Background: an optimization exercise with open tools, aiming at small area, a short achievable clock period and few clock cycles per item. Do not read the settings as production practice. The RTL was checked by simulation tests, not by an equivalence proof against the original design. Power figures rest on the tool's default switching activity, not on a simulated workload. No driver is modelled on the clock port, so clocking that relies on it looks cheaper here than on a real chip.

`flow/design.v`:
```
package cprt_pkg;
  localparam int TABLE_DEPTH = 64;
  localparam int IDX_BITS    = $clog2(TABLE_DEPTH);
  localparam int ID_BITS     = 16;
  localparam int COUNT_BITS  = 8;
  localparam logic [IDX_BITS-1:0]   IDX_LAST  = IDX_BITS'(TABLE_DEPTH - 1);
  localparam logic [COUNT_BITS-1:0] COUNT_MAX = {COUNT_BITS{1'b1}};
  localparam logic [COUNT_BITS-1:0] COUNT_ONE = COUNT_BITS'(1);
  localparam logic [1:0] EV_NONE  = 2'd0;
  localparam logic [1:0] EV_BEGAN = 2'd1;
  localparam logic [1:0] EV_ENDED = 2'd2;
  localparam logic [1:0] EV_FULL  = 2'd3;
  typedef struct packed {
    logic [ID_BITS-1:0]    low_id;
    logic [ID_BITS-1:0]    high_id;
    logic [COUNT_BITS-1:0] count;
  } entry_t;
  typedef struct packed {
    logic load;      
  } cprt_cmd_t;
  typedef struct packed {
    logic unused;
  } cprt_sts_t;
endpackage
module cprt_ctrl
(
  input  logic      clk,
  input  logic      rst_n,
  input  logic      start,
  input  cprt_pkg::cprt_sts_t sts,
  output cprt_pkg::cprt_cmd_t cmd,
  output logic      busy
);
  assign cmd.load = start & rst_n;
  assign busy     = 1'b0;
endmodule
module cprt_dp
(
  input  logic                  clk,
  input  logic                  rst_n,
  input  cprt_pkg::cprt_cmd_t             cmd,
  output cprt_pkg::cprt_sts_t             sts,
  input  logic                  in_is_end,
  input  logic [cprt_pkg::ID_BITS-1:0]    in_body_a,
  input  logic [cprt_pkg::ID_BITS-1:0]    in_body_b,
  output logic                  out_strobe,
  output logic [1:0]            out_event_res,
  output logic [cprt_pkg::ID_BITS-1:0]    out_pair_low,
  output logic [cprt_pkg::ID_BITS-1:0]    out_pair_high,
  output logic [cprt_pkg::COUNT_BITS-1:0] out_live_count
);
  localparam int N  = cprt_pkg::TABLE_DEPTH;
  localparam int IB = cprt_pkg::ID_BITS;
  localparam int CB = cprt_pkg::COUNT_BITS;
  logic [IB-1:0] lo_m  [0:N-1];
  logic [IB-1:0] hi_m  [0:N-1];
  logic [CB-1:0] cnt_m [0:N-1];
  logic [N-1:0]  valid_r;
  logic [N-1:0]  ff_r;         
  logic          va_r;
  logic          ea_r;
  logic [IB-1:0] loa_r;
  logic [IB-1:0] hia_r;
  logic          vb_r;
  logic          eb_r;
  logic [IB-1:0] lob_r;
  logic [IB-1:0] hib_r;
  logic [N-1:0]  mb_r;
  logic          same_bc_r;    
  logic          vc_r;
  logic          ec_r;
  logic [IB-1:0] loc_r;
  logic [IB-1:0] hic_r;
  logic [N-1:0]  mc_r;
  logic          hc_r;         
  logic [CB-1:0] cc_r;         
  logic          strobe_r;
  logic [1:0]    ev_r;
  logic [CB-1:0] live_r;
  logic [IB-1:0] out_lo_r;
  logic [IB-1:0] out_hi_r;
  logic [N-1:0]  hv;
  logic          same_ac;
  logic [CB-1:0] rd_cnt;
  logic [N-1:0]  ff_alloc;
  logic [N-1:0]  ff_freed;
  logic          any_free;
  logic [CB-1:0] new_cnt;
  logic          alloc;
  logic          freed;
  logic [N-1:0]  res_vec;
  logic          res_hit;
  logic [CB-1:0] res_cnt;
  logic [1:0]    ev_nxt;
  logic [CB-1:0] live_nxt;
  assign sts.unused = 1'b0;
  always_ff @(posedge clk) begin
    va_r  <= cmd.load;
    ea_r  <= in_is_end;
    loa_r <= (in_body_a < in_body_b) ? in_body_a : in_body_b;
    hia_r <= (in_body_a < in_body_b) ? in_body_b : in_body_a;
  end
  always_comb begin
    for (int i = 0; i < N; i++) begin
      hv[i] = valid_r[i] && (lo_m[i] == loa_r) && (hi_m[i] == hia_r);
    end
  end
  assign same_ac = vc_r && (loa_r == loc_r) && (hia_r == hic_r);
  always_ff @(posedge clk) begin
    vb_r      <= va_r && rst_n;
    eb_r      <= ea_r;
    lob_r     <= loa_r;
    hib_r     <= hia_r;
    mb_r      <= !va_r ? '0 : same_ac ? res_vec : hv;
    same_bc_r <= va_r && vb_r && (loa_r == lob_r) && (hia_r == hib_r);
  end
  always_comb begin
    rd_cnt = '0;
    for (int i = 0; i < N; i++) begin
      rd_cnt = rd_cnt | ({CB{mb_r[i]}} & cnt_m[i]);
    end
  end
  always_ff @(posedge clk) begin
    vc_r  <= vb_r && rst_n;
    ec_r  <= eb_r;
    loc_r <= lob_r;
    hic_r <= hib_r;
    if (same_bc_r) begin
      mc_r <= res_vec;
      hc_r <= res_hit;
      cc_r <= res_cnt;
    end else begin
      mc_r <= mb_r;
      hc_r <= |mb_r;
      cc_r <= rd_cnt;
    end
  end
  always_comb begin
    logic seen_a, seen_f;
    seen_a = 1'b0;
    seen_f = 1'b0;
    for (int i = 0; i < N; i++) begin
      ff_alloc[i] = !valid_r[i] && !ff_r[i] && !seen_a;
      seen_a      = seen_a || (!valid_r[i] && !ff_r[i]);
      ff_freed[i] = (ff_r[i] || mc_r[i]) && !seen_f;
      seen_f      = seen_f || ff_r[i] || mc_r[i];
    end
  end
  assign any_free = |ff_r;
  assign new_cnt = !ec_r ? ((cc_r == cprt_pkg::COUNT_MAX) ? cc_r : cc_r + cprt_pkg::COUNT_ONE)
                         : cc_r - cprt_pkg::COUNT_ONE;
  assign alloc = vc_r && !ec_r && !hc_r && any_free;
  assign freed = vc_r && ec_r && hc_r && (cc_r <= cprt_pkg::COUNT_ONE);
  assign res_vec = (mc_r & {N{!freed}}) | (ff_r & {N{alloc}});
  assign res_hit = (hc_r && !freed) || alloc;
  assign res_cnt = res_hit ? new_cnt : '0;
  always_ff @(posedge clk) begin
    for (int i = 0; i < N; i++) begin
      if (ff_r[i]) begin
        lo_m[i] <= loc_r;
        hi_m[i] <= hic_r;
      end
      if (ff_r[i] || mc_r[i]) begin
        cnt_m[i] <= new_cnt;
      end
    end
  end
  always_ff @(posedge clk) begin
    if (!rst_n) begin
      valid_r <= '0;
      ff_r    <= N'(1);
    end else begin
      valid_r <= (valid_r & ~(mc_r & {N{freed}})) | (ff_r & {N{alloc}});
      if (alloc) begin
        ff_r <= ff_alloc;
      end else if (freed) begin
        ff_r <= ff_freed;
      end
    end
  end
  always_comb begin
    ev_nxt   = cprt_pkg::EV_NONE;
    live_nxt = new_cnt;
    if (!ec_r) begin
      if (!hc_r) begin
        if (any_free) begin
          ev_nxt = cprt_pkg::EV_BEGAN;
        end else begin
          ev_nxt   = cprt_pkg::EV_FULL;
          live_nxt = '0;
        end
      end
    end else begin
      if (!hc_r) begin
        live_nxt = '0;
      end else if (cc_r <= cprt_pkg::COUNT_ONE) begin
        ev_nxt = cprt_pkg::EV_ENDED;
      end
    end
  end
  always_ff @(posedge clk) begin
    if (!rst_n) begin
      strobe_r <= 1'b0;
    end else begin
      strobe_r <= vc_r;
    end
    ev_r     <= ev_nxt;
    live_r   <= live_nxt;
    out_lo_r <= loc_r;
    out_hi_r <= hic_r;
  end
  assign out_strobe     = strobe_r;
  assign out_event_res  = ev_r;
  assign out_pair_low   = out_lo_r;
  assign out_pair_high  = out_hi_r;
  assign out_live_count = live_r;
endmodule
module contact_pair_refcount_table
(
  input  logic                  clk,
  input  logic                  rst_n,
  input  logic                  start,
  output logic                  busy,
  input  logic                  in_is_end,
  input  logic [cprt_pkg::ID_BITS-1:0]    in_body_a,
  input  logic [cprt_pkg::ID_BITS-1:0]    in_body_b,
  output logic                  out_strobe,
  output logic [1:0]            out_event_res,
  output logic [cprt_pkg::ID_BITS-1:0]    out_pair_low,
  output logic [cprt_pkg::ID_BITS-1:0]    out_pair_high,
  output logic [cprt_pkg::COUNT_BITS-1:0] out_live_count
);
  cprt_pkg::cprt_cmd_t cmd;
  cprt_pkg::cprt_sts_t sts;
  cprt_ctrl u_ctrl (
    .clk   (clk),
    .rst_n (rst_n),
    .start (start),
    .sts   (sts),
    .cmd   (cmd),
    .busy  (busy)
  );
  cprt_dp u_dp (
    .clk            (clk),
    .rst_n          (rst_n),
    .cmd            (cmd),
    .sts            (sts),
    .in_is_end      (in_is_end),
    .in_body_a      (in_body_a),
    .in_body_b      (in_body_b),
    .out_strobe     (out_strobe),
    .out_event_res  (out_event_res),
    .out_pair_low   (out_pair_low),
    .out_pair_high  (out_pair_high),
    .out_live_count (out_live_count)
  );
endmodule
```
`flow/run.sh`:
```
#!/bin/bash
# synth_recipe.tcl (not shown) runs the flow's synth.tcl, then flattens the netlist and writes it again
# the make line also repeats each setting of config.mk as NAME=value (left out here)
make -C /OpenROAD-flow-scripts/flow DESIGN_CONFIG=/design/flow/config.mk WORK_HOME=/design/flow/orfs CLKGATE_MAP_FILE= SYNTH_SCRIPT=/design/flow/synth_recipe.tcl finish
```
`flow/config.mk`:
```
export PLATFORM = sky130hd
export DESIGN_NAME = contact_pair_refcount_table
export DESIGN_NICKNAME = contact_pair_refcount_table
export VERILOG_FILES = /design/flow/design.v
export SDC_FILE = /design/flow/constraint.sdc
export NUM_CORES = 4
export LEC_CHECK = 0
export CAP_MARGIN = 20
export CORE_MARGIN = 2
export CORE_UTILIZATION = 55
export SETUP_SLACK_MARGIN = 1.5
export SLEW_MARGIN = 20
```
`flow/constraint.sdc`:
```
create_clock -name core_clock -period 5.0 [get_ports {clk}]
set_input_delay 1.0000 -clock core_clock [delete_from_list [all_inputs] [get_ports {clk}]]
set_output_delay 1.0000 -clock core_clock [all_outputs]
set_load 0.01 [all_outputs]
```
==> reports/qor.yml, run 1 <==
outcome: "no timing/DRC/antenna violations"
synth_enable_flop_cells: 2560
first_pass_iters: 6
cts_buffer_depth: 4
wl_per_cell_microns: 39.05
nets: 8205
worstSetupPathType: "reg2reg"
grt_overflow: 0
irDropWorstVdd_mv: 0.3460
io_pins: 80
rsz0062_at_grt: "true"
drt_iter0_drc: 13440
ant_nets: 0
tightestPinTransition_ns: 1.268
clock_sinks: 2971
finalHoldViolCount: 0
yosysWarnings: 4
design_area_sq_um: 135700
netlist_area_sq_um: 120300
path_cells: "xnor2_1 -> nand4_1 -> or4_4 -> buf_4 -> buf_4 -> nor4b_1 -> o21a_1"
fin_crit_ns: 3.513
initial_core_util_pct: 55.38
crit_arrival_ns: 4.31
crit_path_start_kind: "flip-flop"
worstSkewPairLatency_ns: 0.93
postSynthCellCount: 7903
coreArea_sq_um: 217200
antenna_found_initial: 38
viasPerCell: 6.731
p_per_area_nw_per_um2: 413.8
grt_pass1_vias: 70440
cp_common_cell: "buf_4"
place_congestion: 1.019
fp.dieArea_sq_um: 222400
maxSlewHeadroom_pct: 15.47
crit_fanout: 29
power_leakage_uw: 0.04519
syn_avg_cell_area_sq_um: 15.22
max_cap_violations: 0
drive_gt1_share_pct: 11.00
cpMaxStageDelayCell: "or4_4"
io_buffers: 78
area.growth.synth_to_final_pct: 12.87
finClkSkew_ns: 0.03905
vias: 75740
hold_class: "reg2reg"
path_clk_slew_ns: 0.06
ys_types: 76
final_max_slew_viol_count: 0
ys_seq_area_share_pct: 70.77
die_w_microns: 471.6
fillers: 16140
max_stage_delay_ns: 0.86
routed_wl_microns: 439400
grt_pass1_wl_microns: 591800
final_util_pct: 62.50
place_hpwl_microns: 248600
cts.htree.levels: 5
grt_max_degree: 127
cts_root_buf: "clkbuf_16"
crit_buf_inv: 2
tns_ns: 0
num_rows: 171
setup-violations-final: 0
async_reset_ff_share_pct: 0
cts_tree: "yes"
synthFlopType: "edfxtp_1"
fin_crit_sh_pct: 70.25
drcViolationCount: 0
synth.net_count: 7957
crit_family: "simple AND/OR/NAND/NOR gates"
holdWs_ns: 0.3294
max_freq_ghz: 0.2847
crit_required_ns: 5.80
grt.total_usage_pct: 38.92
cts_inserted_buffers: 322
die_y_microns: 471.6
place_area_sq_um: 125600
endpoint_kind: "flip-flop"
ys_ff_latch: 2971
cells in the mapped netlist (71+ instances only):
master	instances	area share, %
a22o_1	129	0.94
nand2_1	94	0.29
a21oi_1	117	0.49
xor2_1	1933	14
inv_1	71	0.22
xnor2_1	173	1.3
a221oi_1	131	0.95
nand3_1	150	0.62
a22oi_1	129	0.81
nor2_1	250	0.78
nand4_1	152	0.79
clkbuf_1	318	0.99
dfxtp_1	411	6.8
edfxtp_1	2560	64
nor4_1	510	2.7
buf_1	107	0.33
nor3_1	93	0.39
registers in the layout, indices dropped and copies added, names as in the netlist, 64 cells and up:
signal,flops
u_dp.valid_r,64
u_dp.lo_m,1024
u_dp.ff_r,64
u_dp.cnt_m,512
u_dp.mc_r,64
u_dp.hi_m,1024
u_dp.mb_r,64
cell usage in the layout (no fill, tap or decap), types with 27 or more instances in the layout:
| master | Yosys | layout |
|---|---|---|
| clkinv_2 | 0 | 38 |
| a21oi_1 | 117 | 115 |
| clkbuf_16 | 0 | 330 |
| nand2_1 | 94 | 94 |
| buf_4 | 1 | 228 |
| nor2b_1 | 67 | 67 |
| dfxtp_4 | 0 | 90 |
| mux2_2 | 32 | 32 |
| a22oi_1 | 129 | 129 |
| a22o_1 | 129 | 129 |
| nor2_1 | 250 | 249 |
| xor2_1 | 1933 | 1933 |
| or2_2 | 36 | 34 |
| inv_1 | 71 | 65 |
| nor4b_1 | 65 | 61 |
| nor3_1 | 93 | 90 |
| clkdlybuf4s50_1 | 0 | 77 |
| o21ai_0 | 58 | 57 |
| clkinv_1 | 1 | 57 |
| dfxtp_1 | 411 | 286 |
| clkbuf_1 | 318 | 100 |
| edfxtp_1 | 2560 | 2560 |
| o21a_1 | 70 | 70 |
| xnor2_1 | 173 | 173 |
| dfxtp_2 | 0 | 35 |
| nor4_1 | 510 | 502 |
| a221oi_1 | 131 | 130 |
| a31oi_1 | 27 | 27 |
| nand3_1 | 150 | 149 |
| nand4_1 | 152 | 152 |
repair_timing:
action | in CTS | in global routing
gates cloned | 3 | 0
hold buffers | 0 | 0
endpoints found under the hold margin | 0 | 0
buffers inserted | 4 | 6
gates resized for setup | 44 | 31
pin swaps | 5 | 0
setup endpoints to repair | 172 | 47
logic make-up after synthesis:
group | Yosys count | share of synthesized area, %
other cells | 1 | 0.003118
simple gates | 1518 | 7.193
compound gates | 752 | 4.603
buf+inv | 501 | 1.575
mux | 36 | 0.3329
xor+xnor | 2106 | 15.34
flops | 2971 | 70.77
fa+ha+maj | 18 | 0.1873
power by group:
group	switching, uW	total (uW)	internal, uW	leakage, uW
combinational	4150	5520	1370	0.0141
sequential	571	28200	27600	0.0263
clock	9600	22500	12900	0.00472
area by class of cell:
| class | instances | area (sq um) | area share [%] |
|---|---|---|---|
| clock buffer | 450 | 8909 | 6.563 |
| clock inverter | 107 | 737.0 | 0.5430 |
| inverter | 72 | 272.8 | 0.2010 |
| timing repair buffer | 350 | 3193 | 2.352 |
| tap | 2854 | 3571 | 2.631 |
| multi-input combinational | 4434 | 33530 | 24.70 |
| sequential | 2971 | 85480 | 62.98 |
| antenna | 14 | 35.03 | 0.02581 |
layer usage:
layer	track usage, %	part of all wire [%]	vias up
met3	7.021	12	943
met4	13.20	4.0	8
met2	59.56	45	5489
met1	56.48	39	39290
li1	-	-	30010
met5	0	0.011	-
per-stage QoR:
stage	cells	power (uW)	setup slack (ns)
3_3_place_gp	10670	34010	0.7229
5_1_grt	11240	57270	1.448
6_report	11250	56170	1.487
2_1_floorplan	7903	31080	1.493
4_1_cts	11230	56080	1.487
3_5_place_dp	10670	34050	0.9618
path summary, 6_finish.rpt:
path	slack [ns]	to	cells after the start	from
hold / removal	0.33	u_dp.eb_r	0	u_dp.ea_r
setup / recovery	1.49	u_dp.mb_r[11]	7	u_dp.hic_r[5]
setup reg to reg	1.49	u_dp.mb_r[11]	7	u_dp.hic_r[5]
hold reg to reg	0.33	u_dp.eb_r	0	u_dp.ea_r
Testbench counts, summed over its fixed seeds: cycles 4,032, items 4,000.
==> inputs of run 2 (changes only) <==
--- a/flow/design.v
+++ b/flow/design.v
@@ -59,2 +59,3 @@
   logic [N-1:0]  ff_r;         
+  logic          nfull_r;      
   logic          va_r;
@@ -148,3 +149,3 @@
   end
-  assign any_free = |ff_r;
+  assign any_free = nfull_r;
   assign new_cnt = !ec_r ? ((cc_r == cprt_pkg::COUNT_MAX) ? cc_r : cc_r + cprt_pkg::COUNT_ONE)
@@ -171,2 +172,3 @@
       ff_r    <= N'(1);
+      nfull_r <= 1'b1;
     end else begin
@@ -174,5 +176,7 @@
       if (alloc) begin
-        ff_r <= ff_alloc;
+        ff_r    <= ff_alloc;
+        nfull_r <= |ff_alloc;
       end else if (freed) begin
-        ff_r <= ff_freed;
+        ff_r    <= ff_freed;
+        nfull_r <= 1'b1;
       end
--- a/flow/config.mk
+++ b/flow/config.mk
@@ -10,3 +10,4 @@
 export CORE_UTILIZATION = 55
-export SETUP_SLACK_MARGIN = 1.5
+export CTS_BUF_LIST = sky130_fd_sc_hd__clkbuf_8
+export SETUP_SLACK_MARGIN = 2.0
 export SLEW_MARGIN = 20
==> run 2 against run 1 <==
Against the previous run: total power is 4.5% lower; critical path depth is 1 higher; via count is 1.9% higher; count of clock-buffer cells in the layout is 94 higher; area after synthesis is 0.45% lower; first-iteration DRC count is 4.5% lower; highest routed layer unchanged; setup slack better by 0.31 ns; routed wire length is 3.2% higher; still clean on timing, DRC and antenna; sequential cell count is 1 higher; die area is 0.45% lower; non-clock buffer count is 105 higher.
==> reports/qor.yml, run 2 <==
r2r_start: "u_dp.nfull_r"
max_stage_delay_ns: 0.55
wl_per_cell_microns: 38.94
synth_xor_area_share_pct: 15.39
path_cells: "and4bb_4 -> o221ai_2 -> buf_6 -> and4bb_4 -> or4b_4 -> or4_4 -> or4_1 -> a21oi_2"
crit_required_ns: 6.08
rsz0062_at_grt: "true"
synth_enable_flop_cells: 2560
path_clk_slew_ns: 0.06
worstReg2RegEnd: "u_dp.ff_r[57]"
finClkSkew_ns: 0.05903
grt_max_degree: 66
power_leakage_uw: 0.04668
ys_ff_latch: 2972
fin_crit_sh_pct: 64.08
place_hpwl_microns: 247400
first_pass_iters: 6
initial_core_util_pct: 55.23
synth_simple_gate_area_share_pct: 6.902
area.growth.synth_to_final_pct: 14.09
viasPerCell: 6.629
endpoint: "u_dp.ff_r[57]"
tightestPinTransition_ns: 1.253
ant_nets: 0
crit_arrival_ns: 4.28
cpMaxStageDelayCell: "or4b_4"
worstHoldStart: "in_is_end"
nets: 8431
grt_pass1_vias: 72790
max_freq_ghz: 0.3121
multi_input_area_sq_um: 33410
grt_pass1_wl_microns: 606500
cts.htree.levels: 5
synthTopCellsByArea: "edfxtp_1 64%, xor2_1 14%, dfxtp_1 6.9%, nor4_1 2.5%, xnor2_1 1.5%"
mostFrequentLayoutCell: "edfxtp_1"
dp_cells: 10590
holdWs_ns: 0.3014
fin_crit_ns: 3.204
ys_types: 76
synth_top_cell_by_area: "edfxtp_1"
worstSetupPathType: "reg2reg"
hold_class: "in2reg"
drt_iter0_drc: 12840
cts_root_buf: "clkbuf_8"
endpoint_kind: "flip-flop"
drcViolationCount: 0
die_w_microns: 470.5
synth_top_cell_area_share_pct: 64.21
worstSkewPairLatency_ns: 1.18
outcome: "no timing/DRC/antenna violations"
final-seq-area_sq_um: 85580
synth_compound_area_share_pct: 4.591
crit_path_start_kind: "flip-flop"
max_cap_violations: 0
p_per_area_nw_per_um2: 392.9
netlist_area_sq_um: 119700
syn_avg_cell_area_sq_um: 15.29
setup-violations-final: 0
fp.dieArea_sq_um: 221400
crit_fanout: 5
cts_tree: "yes"
place_congestion: 0.9996
num_rows: 171
ys_seq_area_share_pct: 71.10
drive_gt1_share_pct: 14.38
irDropWorstVdd_mv: 0.3962
vias: 77190
clock_sinks: 2972
grt.total_usage_pct: 40.21
fin_cells: 11650
tns_ns: 0
async_reset_ff_share_pct: 0
yosysWarnings: 4
reg_top3: "u_dp.hi_m x1024, u_dp.lo_m x1024, u_dp.cnt_m x512"
yosysMostFrequentCell: "edfxtp_1"
fillers: 16290
postSynthCellCount: 7828
synth.net_count: 7882
r2r_slack_ns: 1.80
die_y_microns: 470.5
routed_wl_microns: 453400
maxSlewHeadroom_pct: 16.48
synth_fa_ha_area_share_pct: 0.1881
final_max_slew_viol_count: 0
antenna_found_initial: 44
io_pins: 80
cts_buffer_depth: 4
coreArea_sq_um: 216700
cp_common_cell: "and4bb_4"
hold_buffers: 0
synthFlopType: "edfxtp_1"
finalHoldViolCount: 0
final_cell_mix: "2560 x edfxtp_1, 1903 x xor2_1, 544 x clkbuf_8, 474 x nor4_1, 321 x nor2_1"
startpoint: "u_dp.nfull_r"
reg2reg_depth: 8
yosys-top-cells-count: "2560 x edfxtp_1, 1904 x xor2_1, 486 x nor4_1"
synth_top_family_by_area: "XOR/XNOR gates"
grt_overflow: 0
synthMuxAreaShare_pct: 0.3094
io_buffers: 78
cts_inserted_buffers: 490
==> run 2: cell count changes in the layout (fill, tap and decap cells not counted), moves of 43 or more <==
cell / delta
clkdlybuf4s50_1: -43
nor2b_1: -57
inv_1: +226
dlygate4sd2_1: +43
nor2_1: +72
clkbuf_8: +523
clkbuf_16: -330
clkbuf_1: -100
==> run 2: stage by stage <==
step	cell area (sq um)	setup slack (ns)	power, uW	util [%]
after global routing	136600	1.805	54790	63.00
after floorplan	120000	1.781	30840	-
after detailed placement	125200	0.9534	34050	57.75
after CTS	136000	1.814	53510	62.75
final	136600	1.796	53660	63.02
after global placement	125200	0.9696	34020	57.75
==> run 2: cell families after synthesis <==
| logic type | after synthesis |
|---|---|
| xor gates and xnor gates | 2104 |
| and+or+nand+nor | 1490 |
| adders and majority gates | 18 |
| DFF | 2972 |
| other | 1 |
| AOI/OAI and AO/OA | 733 |
| buffers and inverters | 477 |
| muxes | 33 |
==> run 2: area by class of cell <==
cell class,instances,area share [%]
multi-input combinational,4383,24.46
clock inverter,349,1.098
clock buffer,544,5.482
timing repair buffer,455,3.447
inverter,75,0.2162
tap,2854,2.615
sequential,2972,62.66
antenna,13,0.02382
==> run 2: worst min path at each step <==
stage                            to  slack (ns)  depth (start not counted)
after global placement    u_dp.eb_r        0.32                          0
after global routing      u_dp.ea_r        0.26                          1
final                     u_dp.ea_r        0.30                          1
after CTS                 u_dp.ea_r        0.22                          1
after detailed placement  u_dp.eb_r        0.31                          0
after floorplan           u_dp.eb_r        0.31                          0
==> run 2: routing by layer <==
metal / share of wire (%) / wire, microns / global-route usage [%]
met1: 37 / 167800 / 54.56
met2: 45 / 206200 / 62.18
met3: 12 / 55290 / 8.988
met4: 5.3 / 24060 / 18.49
met5: 0.011 / 51 / 0
==> run 2: where the power goes <==
group / leakage, uW / switching, uW / internal [uW]
clock: 0.00541 / 9770 / 10100
sequential: 0.0263 / 543 / 27500
combinational: 0.0150 / 4380 / 1420
==> run 2: critical path: cells and delay by family, from the launching register on <==
| kind | cells | cell delay (ns) |
|---|---|---|
| flops | 1 | 0.43 |
| simple gates | 5 | 2.31 |
| buf+inv | 1 | 0.16 |
| compound gates | 2 | 0.22 |
==> run 2: what timing repair did <==
item                                    CTS  global route
resized for setup                       125            56
pin swaps                                26            10
cloned                                    3             1
buffers inserted                        109            31
endpoints found under the setup margin  374           271
Testbench counts of run 2, summed over its fixed seeds: cycles 4,032, items 4,000.
==> inputs of run 3 (changes only) <==
--- a/flow/design.v
+++ b/flow/design.v
@@ -60,2 +60,10 @@
   logic          nfull_r;      
+  logic          v0_r;
+  logic          e0_r;
+  logic [IB-1:0] a0_r;
+  logic [IB-1:0] b0_r;
+  logic          va1_r;
+  logic          ea1_r;
+  logic [IB-1:0] loa1_r;
+  logic [IB-1:0] hia1_r;
   logic          va_r;
@@ -64,2 +72,4 @@
   logic [IB-1:0] hia_r;
+  logic [N-1:0]  pml_r;        
+  logic [N-1:0]  pmh_r;        
   logic          vb_r;
@@ -82,2 +92,4 @@
   logic [IB-1:0] out_hi_r;
+  logic [N-1:0]  pml;
+  logic [N-1:0]  pmh;
   logic [N-1:0]  hv;
@@ -98,12 +110,26 @@
   always_ff @(posedge clk) begin
-    va_r  <= cmd.load;
-    ea_r  <= in_is_end;
-    loa_r <= (in_body_a < in_body_b) ? in_body_a : in_body_b;
-    hia_r <= (in_body_a < in_body_b) ? in_body_b : in_body_a;
-  end
-  always_comb begin
-    for (int i = 0; i < N; i++) begin
-      hv[i] = valid_r[i] && (lo_m[i] == loa_r) && (hi_m[i] == hia_r);
-    end
-  end
+    v0_r   <= cmd.load;
+    e0_r   <= in_is_end;
+    a0_r   <= in_body_a;
+    b0_r   <= in_body_b;
+    va1_r  <= v0_r && rst_n;
+    ea1_r  <= e0_r;
+    loa1_r <= (a0_r < b0_r) ? a0_r : b0_r;
+    hia1_r <= (a0_r < b0_r) ? b0_r : a0_r;
+  end
+  always_comb begin
+    for (int i = 0; i < N; i++) begin
+      pml[i] = ff_r[i] ? (loc_r == loa1_r) : (lo_m[i] == loa1_r);
+      pmh[i] = ff_r[i] ? (hic_r == hia1_r) : (hi_m[i] == hia1_r);
+    end
+  end
+  always_ff @(posedge clk) begin
+    va_r  <= va1_r && rst_n;
+    ea_r  <= ea1_r;
+    loa_r <= loa1_r;
+    hia_r <= hia1_r;
+    pml_r <= pml;
+    pmh_r <= pmh;
+  end
+  assign hv = valid_r & pml_r & pmh_r;
   assign same_ac = vc_r && (loa_r == loc_r) && (hia_r == hic_r);
--- a/flow/config.mk
+++ b/flow/config.mk
@@ -9,5 +9,6 @@
 export CORE_MARGIN = 2
-export CORE_UTILIZATION = 55
-export CTS_BUF_LIST = sky130_fd_sc_hd__clkbuf_8
-export SETUP_SLACK_MARGIN = 2.0
+export CORE_UTILIZATION = 45
+export CTS_CLUSTER_DIAMETER = 100
+export CTS_CLUSTER_SIZE = 30
+export SETUP_SLACK_MARGIN = 2.2
 export SLEW_MARGIN = 20
==> run 3 against run 2 <==
Against the previous run: final area is 1.5% higher; count of clock-buffer cells in the layout is 345 lower; critical path type unchanged; highest routed layer unchanged; still clean; fmax is 9.0% higher.
==> reports/qor.yml, run 3 <==
wl_per_cell_microns: 35.75
grt_pass1_wl_microns: 591700
area.growth.synth_to_final_pct: 10.70
total_power_uw: 47250
cts_root_buf: "clkbuf_16"
irDropWorstVdd_mv: 0.3287
place_congestion: 0.9653
synth_top_cell_area_share_pct: 61.38
worstReg2RegEnd: "u_dp.ff_r[20]"
reg_top3: "u_dp.hi_m x1024, u_dp.lo_m x1024, u_dp.cnt_m x512"
dp_cells: 11890
drt_iter0_drc: 11280
worstSkewPairLatency_ns: 0.88
final-seq-area_sq_um: 89500
crit_path_start_kind: "flip-flop"
cts_buffer_depth: 3
post-place-ws_ns: 1.087
antenna_found_initial: 19
startpoint: "u_dp.cc_r[3]"
routed_wl_microns: 440300
cts_inserted_buffers: 121
crit_arrival_ns: 3.74
endpoint: "u_dp.ff_r[20]"
place_area_sq_um: 131300
synthTopCellsByArea: "edfxtp_1 61%, xor2_1 15%, dfxtp_1 9.7%, nor4_1 2.9%, nand4_1 1.3%"
syn_avg_cell_area_sq_um: 15.00
grt_pass1_vias: 71790
hold_class: "reg2reg"
grt_overflow: 0
ys_types: 66
cts_tree: "yes"
endpoint_kind: "flip-flop"
ys_ff_latch: 3168
ant_nets: 0
r2r_start: "u_dp.cc_r[3]"
yosys-top-cells-count: "2560 x edfxtp_1, 2080 x xor2_1, 608 x dfxtp_1"
nets: 8551
first_pass_iters: 8
r2r_slack_ns: 2.06
grt.total_usage_pct: 30.05
synth_top_cell_by_area: "edfxtp_1"
synthFlopType: "edfxtp_1"
maxSlewHeadroom_pct: 16.97
p_per_area_nw_per_um2: 340.8
synth_enable_flop_cells: 2560
async_reset_ff_share_pct: 0
final_cell_mix: "2560 x edfxtp_1, 2077 x xor2_1, 559 x nor4_1, 471 x dfxtp_1, 266 x buf_4"
reg2reg_depth: 8
mostFrequentLayoutCell: "edfxtp_1"
grt_max_degree: 129
setup-violations-final: 0
final_max_slew_viol_count: 0
worstSetupPathType: "reg2reg"
crit_fanout: 5
die_w_microns: 531.6
max_freq_ghz: 0.3402
coreArea_sq_um: 276700
num_rows: 193
setup_slack_ns: 2.061
finalHoldViolCount: 0
yosysWarnings: 4
synth.net_count: 8404
clock_sinks: 3168
drive_gt1_share_pct: 10.64
fp.dieArea_sq_um: 282600
fin_crit_ns: 2.939
path_clk_slew_ns: 0.12
fin_cells: 12310
netlist_area_sq_um: 125200
postSynthCellCount: 8350
multi_input_area_sq_um: 35130
viasPerCell: 6.160
tightestPinTransition_ns: 1.244
yosysMostFrequentCell: "edfxtp_1"
io_buffers: 78
outcome: "no timing/DRC/antenna violations"
crit_required_ns: 5.80
cts.htree.levels: 3
fin_crit_sh_pct: 58.79
vias: 75860
power_leakage_uw: 0.04574
rsz0062_at_grt: "true"
place_hpwl_microns: 243000
die_y_microns: 531.6
max_cap_violations: 0
finClkSkew_ns: 0.05306
fillers: 23300
initial_core_util_pct: 45.26
drcViolationCount: 0
design_area_sq_um: 138600
io_pins: 80
tns_ns: 0
ys_seq_area_share_pct: 71.09
==> run 3: cell count changes after synthesis, sizes merged, moves of 57 or more <==
cell	previous run	this run
nand2	93	242
nand3	146	31
nor4b	65	8
nor2	326	238
and2	6	71
nor3	99	34
nor4	491	588
dfxtp	412	608
xnor2	200	71
nand4	143	259
o21a	70	13
o21ai	25	235
clkbuf	283	382
xor2	1904	2080
==> run 3: logic make-up (layout without fill, tap and decap cells) <==
logic type	count (synthesis)	after routing	share of synthesized area, %
compound gates	857	858	4.706
xor+xnor	2151	2153	15.04
fa+ha+maj	18	18	0.1798
buf+inv	522	769	1.580
flops	3168	3168	71.09
mux	33	33	0.2967
other cells	1	8	0.002994
simple gates	1600	1602	7.098
==> run 3: report_power, final <==
part,switching [uW],internal [uW],leakage (uW),total (uW)
Sequential,874,29000,0.0279,29800
Clock,8180,4960,0.00182,13100
Combinational,2960,1320,0.0160,4280
==> run 3: layer usage <==
layer  global-route usage, %  routed length, microns  vias to the layer above
met5                       0                     188                        -
met4                   14.53                   27850                        8
met3                   5.899                   43480                      871
met2                   47.53                  199400                     4376
met1                   39.80                  169300                    39480
li1                        -                       -                    31120
==> run 3: timing repair <==
action                     in CTS  in global routing
cloned                          5                  1
setup endpoints to repair     562                278
pin swaps                      23                 42
hold buffers                    0                  0
resized for setup             127                117
setup buffers                 120                 65
==> run 3: worst max-delay path, cell delays in order (launching register included) <==
cell and delay, ns:
dfxtp_4 0.37, or4_4 0.57, or4_4 0.61, buf_12 0.16, or4_4 0.46, nor3_4 0.20, nand2_2 0.13, nor4b_4 0.25
o21a_1 0.13
==> run 3: area by class of cell <==
class                   count  area share [%]
flip-flops and latches   3168           64.55
clock buffers             199           2.464
clock inverters            29          0.2689
inverters                  58          0.1769
repair buffers            483           3.840
well taps                3705           3.344
multi-input cells        4665           25.34
diodes                      7         0.01263
==> run 3: worst min-delay path by stage <==
stage / slack (ns) / startpoint / to / cells after the start
floorplan: 0.31 / u_dp.e0_r / u_dp.ea1_r / 0
global placement: 0.32 / u_dp.ea1_r / u_dp.ea_r / 0
detailed placement: 0.31 / u_dp.e0_r / u_dp.ea1_r / 0
CTS: 0.35 / u_dp.e0_r / u_dp.ea1_r / 0
global route: 0.36 / u_dp.ea1_r / u_dp.ea_r / 0
finish: 0.34 / u_dp.e0_r / u_dp.ea1_r / 0
==> run 3: metrics by stage <==
stage                     util [%]  hold slack [ns]
after floorplan                  -           0.3096
final                        50.10           0.3427
after detailed placement     47.45           0.3143
after global routing         50.09           0.3590
after CTS                    49.67           0.3477
after global placement       47.45           0.3187
Testbench counts of run 3, summed over its fixed seeds: cycles 4,048, items 4,000.
==> inputs of run 4 (changes only) <==
==> flow/flow/run.sh (new file) <==
#!/bin/bash
# Own layout flow: the standard flow (standard.sh, unchanged synthesis)
# with two placement/CTS choices made through ORFS's own variables:
#  - ports are buffered with buf_4 instead of the default delay buffer
#  - CTS clusters up to 30 sinks and inserts no dummy loads
# Each tool's full output goes to ORFS's logs under orfs/logs; the make
# output goes to standard.log in the work folder.
set -euo pipefail
export BUFFER_PORTS_ARGS="-buffer_cell sky130_fd_sc_hd__buf_4"
export CTS_ARGS="-sink_clustering_enable -repair_clock_nets -sink_clustering_size 30 -sink_clustering_max_diameter 100 -dont_use_dummy_load"
bash standard.sh > standard.log 2>&1
==> flow/standard.sh (new file) <==
#!/bin/bash
# synth_recipe.tcl (not shown) runs the flow's synth.tcl, then flattens the netlist and writes it again
# the make line also repeats each setting of config.mk as NAME=value (left out here)
make -C /OpenROAD-flow-scripts/flow DESIGN_CONFIG=/design/flow/config.mk WORK_HOME=/design/flow/orfs CLKGATE_MAP_FILE= SYNTH_SCRIPT=/design/flow/synth_recipe.tcl "${@:-finish}"
--- a/flow/config.mk
+++ b/flow/config.mk
@@ -10,5 +10,3 @@
 export CORE_UTILIZATION = 45
-export CTS_CLUSTER_DIAMETER = 100
-export CTS_CLUSTER_SIZE = 30
-export SETUP_SLACK_MARGIN = 2.2
+export SETUP_SLACK_MARGIN = 2.4
 export SLEW_MARGIN = 20
removed: flow/run.sh
==> run 4 against run 3 <==
Against the previous run: cell count up 0.21%; total power is 1.7% lower; non-clock buffer count rose by 131; count of clock-buffer cells in the layout shrank 78; still clean; highest routed layer unchanged; final area rose by 1.1%; fmax is 0.96% higher.
==> reports/qor.yml, run 4 <==
coreArea_sq_um: 276700
io_pins: 80
path_clk_slew_ns: 0.11
fp.dieArea_sq_um: 282600
finalHoldViolCount: 0
reg_top3: "u_dp.hi_m x1024, u_dp.lo_m x1024, u_dp.cnt_m x512"
grt_overflow: 0
mostFrequentLayoutCell: "edfxtp_1"
vias: 76370
grt_max_degree: 77
design_area_sq_um: 140200
power_leakage_uw: 0.04660
wl_per_cell_microns: 36.39
num_rows: 193
place_hpwl_microns: 235600
drcViolationCount: 0
io_buffers: 78
setup-violations-final: 0
worstSetupPathType: "reg2reg"
place_area_sq_um: 130900
tns_ns: 0
die_y_microns: 531.6
die_w_microns: 531.6
cts_inserted_buffers: 121
area.growth.synth_to_final_pct: 11.93
tightestPinTransition_ns: 1.159
drive_gt1_share_pct: 13.96
fin_crit_sh_pct: 58.22
cts_tree: "yes"
finClkSkew_ns: 0.1625
nets: 8680
drt_iter0_drc: 11300
antenna_found_initial: 18
syn_avg_cell_area_sq_um: 15.00
synth_enable_flop_cells: 2560
netlist_area_sq_um: 125200
p_per_area_nw_per_um2: 331.3
irDropWorstVdd_mv: 0.3362
cts.htree.levels: 3
crit_fanout: 7
async_reset_ff_share_pct: 0
cts_buffer_depth: 3
yosys-top-cells-count: "2560 x edfxtp_1, 2080 x xor2_1, 608 x dfxtp_1"
synth.net_count: 8404
place_congestion: 0.9857
first_pass_iters: 6
maxSlewHeadroom_pct: 22.71
hold_class: "in2reg"
crit_arrival_ns: 3.71
max_cap_violations: 0
final_cell_mix: "2560 x edfxtp_1, 2077 x xor2_1, 555 x nor4_1, 450 x dfxtp_1, 400 x buf_4"
yosysMostFrequentCell: "edfxtp_1"
crit_required_ns: 5.79
rsz0062_at_grt: "true"
total_power_uw: 46440
synth_top_cell_by_area: "edfxtp_1"
ys_seq_area_share_pct: 71.09
synthFlopType: "edfxtp_1"
postSynthCellCount: 8350
fillers: 22970
worstSkewPairLatency_ns: 0.88
grt_pass1_vias: 72890
routed_wl_microns: 449100
ys_ff_latch: 3168
max_freq_ghz: 0.3435
synth_top_cell_area_share_pct: 61.38
final_max_slew_viol_count: 0
initial_core_util_pct: 45.26
ant_nets: 0
endpoint_kind: "flip-flop"
grt.total_usage_pct: 30.61
ys_types: 66
fin_crit_ns: 2.911
outcome: "no timing/DRC/antenna violations"
cts_root_buf: "clkbuf_16"
viasPerCell: 6.189
clock_sinks: 3168
crit_path_start_kind: "flip-flop"
synthTopCellsByArea: "edfxtp_1 61%, xor2_1 15%, dfxtp_1 9.7%, nor4_1 2.9%, nand4_1 1.3%"
yosysWarnings: 4
grt_pass1_wl_microns: 601900
-- run 4: final cells by class --
cell class | instances | area (sq um) | share of cell area (%)
flip-flops and latches | 3168 | 89540 | 63.87
multi-input cells | 4663 | 35760 | 25.51
repair buffers | 614 | 6924 | 4.939
well taps | 3705 | 4636 | 3.307
clock buffers | 121 | 3028 | 2.160
inverters | 58 | 281.5 | 0.2008
diodes | 11 | 27.53 | 0.01963
-- run 4: worst max-delay path, stage by stage, from the launching register on --
cell and delay, ns:
dfxtp_4 0.36, or4_4 0.58, or4_4 0.62, buf_6 0.17, nor3_4 0.30, and4_4 0.37
and4_1 0.21, a21oi_1 0.05, o22ai_1 0.16
-- run 4: final timing paths --
path	depth (start not counted)	startpoint	to	slack (ns)
max	8	u_dp.cc_r[3]	u_dp.ff_r[54]	2.09
min	1	in_body_a[12]	u_dp.a0_r[12]	0.22
max reg2reg	8	u_dp.cc_r[3]	u_dp.ff_r[54]	2.09
min reg2reg	0	u_dp.ea1_r	u_dp.ea_r	0.34
-- run 4: logic make-up after synthesis --
| kind of cell | synth area share (%) |
|---|---|
| fa+ha+maj | 0.1798 |
| mux | 0.2967 |
| buf+inv | 1.580 |
| flops | 71.09 |
| simple gates | 7.098 |
| compound gates | 4.706 |
| xor+xnor | 15.04 |
| other cells | 0.002994 |
-- run 4: layer usage --
metal	track usage (%)	share of wire, %
met5	0	0.015
met4	16.75	6.8
met3	6.875	10
met2	47.51	45
met1	39.95	38
-- run 4: per-stage QoR --
stage	util, %	instances	setup slack [ns]	hold WS [ns]
after detailed placement	47.31	11850	1.101	0.3143
after floorplan	-	8350	2.195	0.3096
after global routing	50.65	12330	2.070	0.1855
final	50.66	12340	2.089	0.2181
after global placement	47.30	11850	1.181	0.3102
after CTS	50.10	12260	2.120	0.1677
-- run 4: what timing repair did --
item | in CTS | in global routing
setup endpoints to repair | 687 | 416
setup buffers | 284 | 60
pin swaps | 80 | 80
resized for setup | 257 | 194
hold buffers | 0 | 0
gates cloned | 4 | 12
-- run 4: report_power, final --
| part | internal (uW) | switching (uW) | total [uW] |
|---|---|---|---|
| combinational | 1460 | 3440 | 4900 |
| clock | 4340 | 7750 | 12100 |
| sequential | 29000 | 504 | 29500 |
| total | 34700 | 11700 | 46400 |
==> inputs of run 5 (changes only) <==
--- a/flow/design.v
+++ b/flow/design.v
@@ -87,2 +87,3 @@
   logic [CB-1:0] cc_r;         
+  logic          le1_r;        
   logic          strobe_r;
@@ -99,2 +100,3 @@
   logic [N-1:0]  ff_freed;
+  logic          any_alloc;    
   logic          any_free;
@@ -106,2 +108,3 @@
   logic [CB-1:0] res_cnt;
+  logic          res_le1;
   logic [1:0]    ev_nxt;
@@ -155,9 +158,11 @@
     if (same_bc_r) begin
-      mc_r <= res_vec;
-      hc_r <= res_hit;
-      cc_r <= res_cnt;
+      mc_r  <= res_vec;
+      hc_r  <= res_hit;
+      cc_r  <= res_cnt;
+      le1_r <= res_le1;
     end else begin
-      mc_r <= mb_r;
-      hc_r <= |mb_r;
-      cc_r <= rd_cnt;
+      mc_r  <= mb_r;
+      hc_r  <= |mb_r;
+      cc_r  <= rd_cnt;
+      le1_r <= (rd_cnt <= cprt_pkg::COUNT_ONE);
     end
@@ -165,11 +170,30 @@
   always_comb begin
-    logic seen_a, seen_f;
-    seen_a = 1'b0;
-    seen_f = 1'b0;
-    for (int i = 0; i < N; i++) begin
-      ff_alloc[i] = !valid_r[i] && !ff_r[i] && !seen_a;
-      seen_a      = seen_a || (!valid_r[i] && !ff_r[i]);
-      ff_freed[i] = (ff_r[i] || mc_r[i]) && !seen_f;
-      seen_f      = seen_f || ff_r[i] || mc_r[i];
-    end
+    logic [N-1:0] cand_a, cand_f;
+    logic [7:0]   gany_a, gany_f;
+    logic         gbelow_a, gbelow_f, bbelow_a, bbelow_f;
+    cand_a = ~valid_r & ~ff_r;
+    cand_f = ff_r | mc_r;
+    for (int g = 0; g < N / 8; g++) begin
+      gany_a[g] = |cand_a[8*g +: 8];
+      gany_f[g] = |cand_f[8*g +: 8];
+    end
+    for (int g = 0; g < N / 8; g++) begin
+      gbelow_a = 1'b0;
+      gbelow_f = 1'b0;
+      for (int h = 0; h < g; h++) begin
+        gbelow_a = gbelow_a | gany_a[h];
+        gbelow_f = gbelow_f | gany_f[h];
+      end
+      for (int b = 0; b < 8; b++) begin
+        bbelow_a = 1'b0;
+        bbelow_f = 1'b0;
+        for (int c = 0; c < b; c++) begin
+          bbelow_a = bbelow_a | cand_a[8*g+c];
+          bbelow_f = bbelow_f | cand_f[8*g+c];
+        end
+        ff_alloc[8*g+b] = cand_a[8*g+b] && !bbelow_a && !gbelow_a;
+        ff_freed[8*g+b] = cand_f[8*g+b] && !bbelow_f && !gbelow_f;
+      end
+    end
+    any_alloc = |gany_a;
   end
@@ -179,3 +203,3 @@
   assign alloc = vc_r && !ec_r && !hc_r && any_free;
-  assign freed = vc_r && ec_r && hc_r && (cc_r <= cprt_pkg::COUNT_ONE);
+  assign freed = vc_r && ec_r && hc_r && le1_r;
   assign res_vec = (mc_r & {N{!freed}}) | (ff_r & {N{alloc}});
@@ -183,2 +207,3 @@
   assign res_cnt = res_hit ? new_cnt : '0;
+  assign res_le1 = !res_hit || (!ec_r ? (cc_r == '0) : (cc_r == 8'd1 || cc_r == 8'd2));
   always_ff @(posedge clk) begin
@@ -203,3 +228,3 @@
         ff_r    <= ff_alloc;
-        nfull_r <= |ff_alloc;
+        nfull_r <= any_alloc;
       end else if (freed) begin
@@ -225,3 +250,3 @@
         live_nxt = '0;
-      end else if (cc_r <= cprt_pkg::COUNT_ONE) begin
+      end else if (le1_r) begin
         ev_nxt = cprt_pkg::EV_ENDED;
==> flow/run.sh (new file) <==
#!/bin/bash
# synth_recipe.tcl (not shown) runs the flow's synth.tcl, then flattens the netlist and writes it again
# the make line also repeats each setting of config.mk as NAME=value (left out here)
make -C /OpenROAD-flow-scripts/flow DESIGN_CONFIG=/design/flow/config.mk WORK_HOME=/design/flow/orfs CLKGATE_MAP_FILE= SYNTH_SCRIPT=/design/flow/synth_recipe.tcl finish
--- a/flow/config.mk
+++ b/flow/config.mk
@@ -10,2 +10,4 @@
 export CORE_UTILIZATION = 45
+export CTS_CLUSTER_DIAMETER = 90
+export CTS_CLUSTER_SIZE = 24
 export SETUP_SLACK_MARGIN = 2.4
removed: flow/flow/run.sh
removed: flow/standard.sh
==> run 5 against run 4 <==
Against the previous run: fmax is essentially flat; first-iteration DRC count up 1.2%; total power is 6.6% higher; non-clock buffer count shrank 68; global-route usage decreased by 0.29 points.
==> reports/qor.yml, run 5 <==
hold_buffers: 0
postSynthCellCount: 8368
crit_path_start_kind: "flip-flop"
synth_top_cell_area_share_pct: 61.31
nets: 8670
synth_top_cell_by_area: "edfxtp_1"
syn_avg_cell_area_sq_um: 14.98
whs_path_depth: 0
netlist_area_sq_um: 125400
r2r_slack_ns: 2.09
drt_iter0_drc: 11430
endpoint_kind: "flip-flop"
yosys-top-cells-count: "2560 x edfxtp_1, 2106 x xor2_1, 609 x dfxtp_1"
worstSetupPathType: "reg2reg"
vias: 76580
num_rows: 193
grt_pass1_wl_microns: 595700
yosysWarnings: 4
antenna_found_initial: 25
cts_inserted_buffers: 159
hold_class: "reg2reg"
crit_family: "simple AND/OR/NAND/NOR gates"
final_util_pct: 50.86
holdWs_ns: 0.3342
place_congestion: 0.9842
area.growth.synth_to_final_pct: 12.25
irDropWorstVdd_mv: 0.2694
die_y_microns: 531.9
viasPerCell: 6.147
grt.total_usage_pct: 30.31
p_int_uw: 36800
coreArea_sq_um: 276700
crit_arrival_ns: 3.70
pwr-share-seq_pct: 59.7
reg_top3: "u_dp.hi_m x1024, u_dp.lo_m x1024, u_dp.cnt_m x512"
initial_core_util_pct: 45.31
first_pass_iters: 6
grt_max_degree: 80
synthTopCellsByArea: "edfxtp_1 61%, xor2_1 15%, dfxtp_1 9.7%, nor4_1 2.9%, nand4_1 1.3%"
crit_fanout: 5
fin_cells: 12460
top_usage_layer: "met2"
grt_overflow: 0
post-place-ws_ns: 0.8873
cpMaxStageDelayCell: "or4b_4"
r2r_start: "u_dp.valid_r[28]"
met3_usage_pct: 5.714
dp_cells: 11920
path_clk_slew_ns: 0.10
hold_path_end: "u_dp.ea1_r"
synth.net_count: 8424
mostFrequentLayoutCell: "edfxtp_1"
finalHoldViolCount: 0
rsz0062_at_grt: "true"
wl_per_cell_microns: 35.55
setup-violations-final: 0
ant_nets: 0
cts_buffer_depth: 4
worstSkewPairLatency_ns: 0.93
power_leakage_uw: 0.04734
cts_root_buf: "clkbuf_16"
switching_power_uw: 12690
outcome: "no timing/DRC/antenna violations"
drcViolationCount: 0
crit_required_ns: 5.79
tns_ns: 0
cts_tree: "yes"
worstHoldStart: "u_dp.e0_r"
cp_common_cell: "or4b_4"
yosysMostFrequentCell: "edfxtp_1"
ys_seq_area_share_pct: 71.03
fin_crit_sh_pct: 58.24
clock_sinks: 3169
crit_buf_inv: 1
maxSlewHeadroom_pct: 20.09
worstReg2RegEnd: "u_dp.ff_r[61]"
drive_gt1_share_pct: 12.42
met2_usage_pct: 47.75
grt_pass1_vias: 71650
max_cap_violations: 0
pwr-share-clk_pct: 30.1
ys_ff_latch: 3169
routed_wl_microns: 442900
power.share.combinational_pct: 10.2
path_cells: "o22ai_2 -> or4b_4 -> or4b_4 -> buf_4 -> nor4_4 -> and2b_2 -> nand4b_1 -> o41ai_2"
final_cell_mix: "2560 x edfxtp_1, 2103 x xor2_1, 555 x nor4_1, 428 x dfxtp_1, 298 x buf_4"
final_max_slew_viol_count: 0
cts.htree.levels: 4
ys_types: 71
place_hpwl_microns: 246000
tightestPinTransition_ns: 1.197
io_buffers: 78
synth_enable_flop_cells: 2560
grt_util_met1_pct: 40.86
async_reset_ff_share_pct: 0
max_stage_delay_ns: 0.61
finClkSkew_ns: 0.08695
setup_slack_ns: 2.088
max_freq_ghz: 0.3434
fp.dieArea_sq_um: 282900
p_per_area_nw_per_um2: 351.6
io_pins: 80
die_w_microns: 531.9
fin_crit_ns: 2.912
reg2reg_depth: 8
switching_share_pct: 25.64
synthFlopType: "edfxtp_1"
run 5: power groups by stage:
stage               registers (uW)  clock network (uW)  logic (uW)
floorplan                    30100                   0        2350
detailed placement           30500                   0        4370
global placement             30500                   0        4320
CTS                          29600               15000        4870
finish                       29500               14900        5050
global route                 29600               15900        5270
run 5: area by class of cell:
cell class	count	area, sq um
fill	23050	136000
sequential	3169	89600
multi-input combinational	4673	35550
timing repair buffer	546	5932
tap	3705	4636
clock buffer	265	4503
inverter	65	252.7
clock inverter	24	249.0
antenna	11	27.53
run 5: worst max-delay path by stage:
| stage | cells after the start | slack [ns] | end | start |
|---|---|---|---|---|
| after floorplan | 7 | 1.90 | u_dp.ff_r[46] | u_dp.ff_r[27] |
| after global placement | 7 | 0.87 | u_dp.nfull_r | u_dp.ff_r[7] |
| after detailed placement | 7 | 0.89 | u_dp.nfull_r | u_dp.ff_r[7] |
| after CTS | 8 | 2.15 | u_dp.nfull_r | u_dp.valid_r[28] |
| after global routing | 8 | 2.05 | u_dp.ff_r[61] | u_dp.valid_r[28] |
| final | 8 | 2.09 | u_dp.ff_r[61] | u_dp.valid_r[28] |
run 5: timing repair:
| action | in CTS | in global routing |
|---|---|---|
| setup endpoints to repair | 597 | 451 |
| cloned | 4 | 3 |
| buffers inserted | 166 | 67 |
| endpoints found under the hold margin | 0 | 0 |
| pin swaps | 50 | 47 |
| resized for setup | 292 | 119 |
run 5: cells by family after synthesis:
logic type | synth area share [%]
flip-flops | 71.03
XOR/XNOR | 15.02
AND/OR/NAND/NOR | 7.120
AO/OA/AOI/OAI | 4.724
buffers and inverters | 1.613
multiplexers | 0.2874
adder cells (fa/ha/maj) | 0.1996
other | 0.002991
run 5: through the flow:
step / area (sq um) / total power [uW]
6_report: 140700 / 49490
5_1_grt: 140700 / 50680
4_1_cts: 139600 / 49480
3_5_place_dp: 131600 / 34850
3_3_place_gp: 131600 / 34780
2_1_floorplan: 125700 / 32410
run 5: metal layers:
layer / up-vias / part of all wire [%] / wire (microns)
met5: - / 0.0077 / 34
met4: 6 / 5.4 / 23720
met3: 781 / 10 / 44920
met2: 4492 / 46 / 202200
met1: 39910 / 39 / 172000
li1: 31390 / - / -
Testbench counts of run 5, summed over its fixed seeds: cycles 4,048, items 4,000.
==> inputs of run 6 (changes only) <==
--- a/flow/design.v
+++ b/flow/design.v
@@ -64,2 +64,3 @@
   logic [IB-1:0] b0_r;
+  logic          lt0_r;        
   logic          va1_r;
@@ -117,6 +118,7 @@
     b0_r   <= in_body_b;
+    lt0_r  <= in_body_a < in_body_b;
     va1_r  <= v0_r && rst_n;
     ea1_r  <= e0_r;
-    loa1_r <= (a0_r < b0_r) ? a0_r : b0_r;
-    hia1_r <= (a0_r < b0_r) ? b0_r : a0_r;
+    loa1_r <= lt0_r ? a0_r : b0_r;
+    hia1_r <= lt0_r ? b0_r : a0_r;
   end
@@ -170,30 +172,14 @@
   always_comb begin
-    logic [N-1:0] cand_a, cand_f;
-    logic [7:0]   gany_a, gany_f;
-    logic         gbelow_a, gbelow_f, bbelow_a, bbelow_f;
+    logic [N-1:0] cand_a, cand_f, pre_a, pre_f;
     cand_a = ~valid_r & ~ff_r;
     cand_f = ff_r | mc_r;
-    for (int g = 0; g < N / 8; g++) begin
-      gany_a[g] = |cand_a[8*g +: 8];
-      gany_f[g] = |cand_f[8*g +: 8];
+    pre_a = cand_a;
+    pre_f = cand_f;
+    for (int d = 1; d < N; d = d * 2) begin
+      pre_a = pre_a | (pre_a << d);
+      pre_f = pre_f | (pre_f << d);
     end
-    for (int g = 0; g < N / 8; g++) begin
-      gbelow_a = 1'b0;
-      gbelow_f = 1'b0;
-      for (int h = 0; h < g; h++) begin
-        gbelow_a = gbelow_a | gany_a[h];
-        gbelow_f = gbelow_f | gany_f[h];
-      end
-      for (int b = 0; b < 8; b++) begin
-        bbelow_a = 1'b0;
-        bbelow_f = 1'b0;
-        for (int c = 0; c < b; c++) begin
-          bbelow_a = bbelow_a | cand_a[8*g+c];
-          bbelow_f = bbelow_f | cand_f[8*g+c];
-        end
-        ff_alloc[8*g+b] = cand_a[8*g+b] && !bbelow_a && !gbelow_a;
-        ff_freed[8*g+b] = cand_f[8*g+b] && !bbelow_f && !gbelow_f;
-      end
-    end
-    any_alloc = |gany_a;
+    ff_alloc  = cand_a & ~(pre_a << 1);
+    ff_freed  = cand_f & ~(pre_f << 1);
+    any_alloc = pre_a[N-1];
   end
--- a/flow/config.mk
+++ b/flow/config.mk
@@ -12,3 +12,3 @@
 export CTS_CLUSTER_SIZE = 24
-export SETUP_SLACK_MARGIN = 2.4
+export SETUP_SLACK_MARGIN = 2.5
 export SLEW_MARGIN = 20
==> run 6 against run 5 <==
Against the previous run: still clean; routed wire length up 4.1%; first-iteration DRC count up 8.1%; setup slack better by 0.33 ns; non-clock buffer count up 4; register-to-register slack better by 0.33 ns; final area up 0.41%; clock skew down 0.020 ns; fmax up 13%; utilization up 0.16 points; critical path depth down 1; sequential cell count up 1; sequential share of layout area down 0.28 points; critical endpoint is now u_dp.le1_r; largest cell class unchanged; largest power group unchanged; highest routed layer unchanged.
==> reports/qor.yml, run 6 <==
hold_path_end: "u_dp.ea1_r"
die_y_microns: 532.4
crit_fanout: 10
wl_per_cell_microns: 36.91
synthTopCellsByArea: "edfxtp_1 61%, xor2_1 14%, dfxtp_1 9.7%, nor4_1 2.9%, clkbuf_1 1.1%"
max_stage_delay_ns: 0.65
num_rows: 193
synthFlopType: "edfxtp_1"
dp_cells: 11890
ys_seq_area_share_pct: 70.91
synth_top_cell_area_share_pct: 61.19
final_max_slew_viol_count: 0
fin_crit_ns: 2.584
path_cells: "a22o_1 -> a221oi_1 -> nand4_1 -> nor4_4 -> buf_4 -> a41oi_1 -> nor3_1"
drt_iter0_drc: 12360
cts_buffer_depth: 4
initial_core_util_pct: 45.36
met2_usage_pct: 48.32
synth_top_cell_by_area: "edfxtp_1"
rsz0062_at_grt: "true"
finClkSkew_ns: 0.06660
synth_enable_flop_cells: 2560
max_cap_violations: 0
reg2reg_depth: 7
yosysWarnings: 4
nets: 8685
reg_top3: "u_dp.hi_m x1024, u_dp.lo_m x1024, u_dp.cnt_m x512"
whs_path_depth: 0
final_cell_mix: "2560 x edfxtp_1, 2074 x xor2_1, 556 x nor4_1, 444 x dfxtp_1, 313 x nor2_1"
cts_tree: "yes"
max_freq_ghz: 0.3870
fp.dieArea_sq_um: 283400
worstSetupPathType: "reg2reg"
io_pins: 80
final_util_pct: 51.02
r2r_slack_ns: 2.42
worstHoldStart: "u_dp.e0_r"
fin_crit_sh_pct: 51.69
cts_inserted_buffers: 161
routed_wl_microns: 460900
path_clk_slew_ns: 0.10
ant_nets: 0
crit_required_ns: 5.81
finalHoldViolCount: 0
io_buffers: 78
viasPerCell: 6.216
crit_family: "simple AND/OR/NAND/NOR gates"
ys_types: 74
grt_overflow: 0
cts.htree.levels: 4
ys_ff_latch: 3170
cts_root_buf: "clkbuf_16"
yosys-top-cells-count: "2560 x edfxtp_1, 2077 x xor2_1, 610 x dfxtp_1"
grt_pass1_vias: 72690
area.growth.synth_to_final_pct: 12.49
p_per_area_nw_per_um2: 352.0
drcViolationCount: 0
power_leakage_uw: 0.04721
crit_path_start_kind: "flip-flop"
first_pass_iters: 8
grt_util_met1_pct: 42.18
tns_ns: 0
top_usage_layer: "met2"
grt_max_degree: 76
antenna_found_initial: 36
cpMaxStageDelayCell: "dfxtp_1"
crit_arrival_ns: 3.40
worstReg2RegEnd: "u_dp.le1_r"
syn_avg_cell_area_sq_um: 14.98
place_hpwl_microns: 242200
place_congestion: 0.9707
coreArea_sq_um: 277000
grt_pass1_wl_microns: 610400
tightestPinTransition_ns: 1.184
mostFrequentLayoutCell: "edfxtp_1"
fin_cells: 12490
drive_gt1_share_pct: 11.92
maxSlewHeadroom_pct: 20.97
async_reset_ff_share_pct: 0
die_w_microns: 532.4
endpoint_kind: "flip-flop"
hold_buffers: 0
grt.total_usage_pct: 31.08
clock_sinks: 3170
worstSkewPairLatency_ns: 0.91
setup-violations-final: 0
irDropWorstVdd_mv: 0.2693
r2r_start: "u_dp.mb_r[13]"
synth.net_count: 8444
outcome: "no timing/DRC/antenna violations"
crit_buf_inv: 1
yosysMostFrequentCell: "edfxtp_1"
vias: 77620
netlist_area_sq_um: 125600
postSynthCellCount: 8388
met3_usage_pct: 6.167
hold_class: "reg2reg"
holdWs_ns: 0.3395
-- run 6: timing repair --
| action | in CTS | in global routing |
|---|---|---|
| setup endpoints to repair | 763 | 424 |
| gates resized for setup | 309 | 107 |
| pin swaps | 25 | 39 |
| cloned | 2 | 7 |
| buffers inserted | 174 | 95 |
-- run 6: layout make-up --
type	instances	area [sq um]
multi-input cells	4677	35230
inverters	69	296.5
flip-flops and latches	3170	89580
clock buffers	256	4449
repair buffers	550	6705
fillers	22940	135700
clock inverters	31	359.1
diodes	29	72.57
well taps	3705	4636
-- run 6: kinds of logic (layout without fill, tap and decap cells) --
kind of cell | after synthesis | after routing | synth area share, %
AOI/OAI and AO/OA | 872 | 872 | 4.806
xor gates and xnor gates | 2146 | 2146 | 14.96
adders and majority gates | 20 | 20 | 0.1992
buffers and inverters | 542 | 906 | 1.669
DFF | 3170 | 3170 | 70.91
muxes | 34 | 34 | 0.3038
other | 1 | 30 | 0.002985
and+or+nand+nor | 1603 | 1604 | 7.147
-- run 6: power by group --
part | switching, uW | internal [uW]
logic | 3650 | 1550
clock network | 8660 | 6360
registers | 504 | 29000
-- run 6: worst register-to-register path, stage by stage, from the launching register on --
cell and delay (ns):
dfxtp_1 0.65, a22o_1 0.36, a221oi_1 0.27, nand4_1 0.40, nor4_4 0.37, buf_4 0.18
a41oi_1 0.11, nor3_1 0.19
-- run 6: how the worst max path moves through the flow --
stage / start / endpoint / slack (ns) / cells after the start
after floorplan: u_dp.ff_r[35] / u_dp.ff_r[55] / 2.50 / 8
after global placement: u_dp.ff_r[7] / u_dp.ff_r[29] / 1.60 / 6
after detailed placement: u_dp.ff_r[0] / u_dp.ff_r[29] / 1.58 / 6
after CTS: u_dp.ff_r[4] / u_dp.ff_r[37] / 2.48 / 6
after global routing: u_dp.ff_r[30] / u_dp.ff_r[49] / 2.42 / 8
final: u_dp.mb_r[13] / u_dp.le1_r / 2.42 / 7
-- run 6: per-layer routing --
| layer | up-vias | routed length (microns) |
|---|---|---|
| met1 | 40260 | 177100 |
| li1 | 31480 | - |
| met3 | 916 | 49540 |
| met2 | 4943 | 206300 |
| met5 | - | 107 |
| met4 | 16 | 27800 |
-- run 6: metrics by stage --
stage	cell area (sq um)	power [uW]	setup WS, ns
global route	141300	50960	2.417
CTS	139700	49760	2.479
detailed placement	131500	34780	1.582
finish	141300	49750	2.416
global placement	131400	34730	1.601
floorplan	125800	32430	2.500
Testbench counts of run 6, summed over its fixed seeds: cycles 4,048, items 4,000.
==> inputs of run 7 (changes only) <==
--- a/flow/config.mk
+++ b/flow/config.mk
@@ -7,3 +7,3 @@
 export LEC_CHECK = 0
-export CAP_MARGIN = 20
+export CAP_MARGIN = 10
 export CORE_MARGIN = 2
@@ -13,2 +13,2 @@
 export SETUP_SLACK_MARGIN = 2.5
-export SLEW_MARGIN = 20
+export SLEW_MARGIN = 10
==> run 7 against run 6 <==
Against the previous run: combinational power decreased by 2%; total power is 0.34% higher; sequential share of layout area fell by 0.094 points; cell count up 0.10%; non-clock buffer count increased by 10; critical path type unchanged.
==> reports/qor.yml, run 7 <==
outcome: "no timing/DRC/antenna violations"
tns_ns: 0
cts_buffer_depth: 4
routed_wl_microns: 459800
initial_core_util_pct: 45.36
ys_ff_latch: 3170
max_cap_violations: 0
viasPerCell: 6.208
crit_arrival_ns: 3.36
drive_gt1_share_pct: 12.12
cts.htree.levels: 4
synth_enable_flop_cells: 2560
synth.net_count: 8444
synthFlopType: "edfxtp_1"
synth_fa_ha_area_share_pct: 0.1992
grt_max_degree: 76
reg_top3: "u_dp.hi_m x1024, u_dp.lo_m x1024, u_dp.cnt_m x512"
place_area_sq_um: 131400
tightestPinTransition_ns: 1.212
p_per_area_nw_per_um2: 352.7
multi_input_area_sq_um: 35260
synthTopCellsByArea: "edfxtp_1 61%, xor2_1 14%, dfxtp_1 9.7%, nor4_1 2.9%, clkbuf_1 1.1%"
yosysWarnings: 4
fin_crit_sh_pct: 51.52
final-seq-area_sq_um: 89580
grt.total_usage_pct: 30.85
finalHoldViolCount: 0
drcViolationCount: 0
design_area_sq_um: 141500
worstSetupPathType: "reg2reg"
rsz0062_at_grt: "true"
area.growth.synth_to_final_pct: 12.67
coreArea_sq_um: 277000
final_max_slew_viol_count: 0
synth_compound_area_share_pct: 4.806
crit_path_start_kind: "flip-flop"
ys_types: 74
final_cell_mix: "2560 x edfxtp_1, 2075 x xor2_1, 554 x nor4_1, 445 x dfxtp_1, 315 x nor2_1"
crit_fanout: 10
maxSlewHeadroom_pct: 18.52
r2r_slack_ns: 2.42
crit_required_ns: 5.79
grt_pass1_wl_microns: 606700
io_pins: 80
endpoint_kind: "flip-flop"
syn_avg_cell_area_sq_um: 14.98
ant_nets: 0
synthMuxAreaShare_pct: 0.3038
setup-violations-final: 0
synth_xor_area_share_pct: 14.96
die_w_microns: 532.4
vias: 77600
worstSkewPairLatency_ns: 0.90
yosysMostFrequentCell: "edfxtp_1"
drt_iter0_drc: 12260
wl_per_cell_microns: 36.78
mostFrequentLayoutCell: "edfxtp_1"
hold_class: "reg2reg"
setup_slack_ns: 2.424
netlist_area_sq_um: 125600
max_freq_ghz: 0.3882
dp_cells: 11890
first_pass_iters: 10
clock_sinks: 3170
final_util_pct: 51.10
place_hpwl_microns: 242000
async_reset_ff_share_pct: 0
cts_tree: "yes"
cts_root_buf: "clkbuf_16"
whs_path_depth: 0
power_leakage_uw: 0.04730
fillers: 22870
grt_overflow: 0
num_rows: 193
synth_top_family_by_area: "XOR/XNOR gates"
hold_buffers: 0
io_buffers: 78
finClkSkew_ns: 0.08946
post-place-ws_ns: 1.580
fin_crit_ns: 2.576
place_congestion: 0.9707
synth_top_cell_area_share_pct: 61.19
die_y_microns: 532.4
path_clk_slew_ns: 0.10
ys_seq_area_share_pct: 70.91
cts_inserted_buffers: 164
nets: 8698
yosys-top-cells-count: "2560 x edfxtp_1, 2077 x xor2_1, 610 x dfxtp_1"
irDropWorstVdd_mv: 0.2399
postSynthCellCount: 8388
grt_pass1_vias: 72560
antenna_found_initial: 32
synth_simple_gate_area_share_pct: 7.147
reg2reg_depth: 5
fin_cells: 12500
fp.dieArea_sq_um: 283400
synth_top_cell_by_area: "edfxtp_1"
run 7: path summary, 6_finish.rpt:
| check | startpoint | end |
|---|---|---|
| setup / recovery | u_dp.mb_r[8] | u_dp.le1_r |
| hold / removal | u_dp.e0_r | u_dp.ea1_r |
| setup reg to reg | u_dp.mb_r[8] | u_dp.le1_r |
| hold reg to reg | u_dp.e0_r | u_dp.ea1_r |
run 7: layer usage:
metal / up-vias / share of wire [%] / track usage, %
met5: - / 0.017 / 0
met4: 12 / 6.4 / 14.20
met3: 962 / 10 / 6.013
met2: 4884 / 45 / 47.93
li1: 31520 / - / -
met1: 40230 / 39 / 41.92
run 7: repair_timing:
item | in CTS | in global routing
buffers inserted | 164 | 115
pin swaps | 27 | 45
endpoints found under the setup margin | 751 | 532
cloned | 2 | 8
gates resized for setup | 306 | 125
run 7: cells by family after synthesis:
logic type | after synthesis
compound gates | 872
mux | 34
other cells | 1
xor+xnor | 2146
fa+ha+maj | 20
buf+inv | 542
simple gates | 1603
flops | 3170
run 7: power by group:
part / switching [uW] / internal [uW] / leakage [uW] / total [uW]
logic: 3590 / 1530 / 0.0170 / 5120
registers: 537 / 29000 / 0.0279 / 29600
clock network: 8620 / 6620 / 0.00235 / 15200
total: 12800 / 37200 / 0.0473 / 49900
run 7: final cells by class:
class	count	share of cell area [%]
multi-input cells	4677	24.91
diodes	31	0.05481
flip-flops and latches	3170	63.29
inverters	69	0.2121
well taps	3705	3.275
clock buffers	261	3.218
clock inverters	27	0.2581
repair buffers	560	4.779
run 7: worst max-delay path, cell delays in order, from the launching register on:
cell and delay (ns):
dfxtp_1 0.67, a221oi_1 0.54, nand4_1 0.38, nor4_2 0.51, a41oi_2 0.17, nor3_1 0.18
run 7: through the flow:
step,hold slack (ns),total power [uW]
3_5_place_dp,0.3132,34780
4_1_cts,0.3452,49920
6_report,0.3389,49920
5_1_grt,0.3541,51110
2_1_floorplan,0.3096,32430
3_3_place_gp,0.3259,34730

==> re-timing with driven ports <==
No port has a modelled driver above. Below, the same layouts with a new extraction and two added sets of constraints. Step 1 assumes that a clkbuf_16 drives the clock port and a buf_2 every other input. Step 2, shift: input delay + t, output delay - t, t = (earliest + latest rising clock arrival at the registers) / 2. This alone moves slack from input paths to output paths. a / b / c = no drivers / after step 1 / after step 2; a / b = the first two.
run	t (ns)	setup WS [ns]
run 1	1.014	1.487 / 1.487 / 0.911
run 2	1.235	1.796 / 1.796 / 1.309
run 3	0.954	2.061 / 2.061 / 1.657
run 4	0.915	2.089 / 2.089 / 1.906
run 5	0.981	2.088 / 2.088 / 2.088
run 6	0.974	2.416 / 2.416 / 2.000
run 7	0.956	2.424 / 2.424 / 2.029
After both steps setup and hold are still met in every run listed.
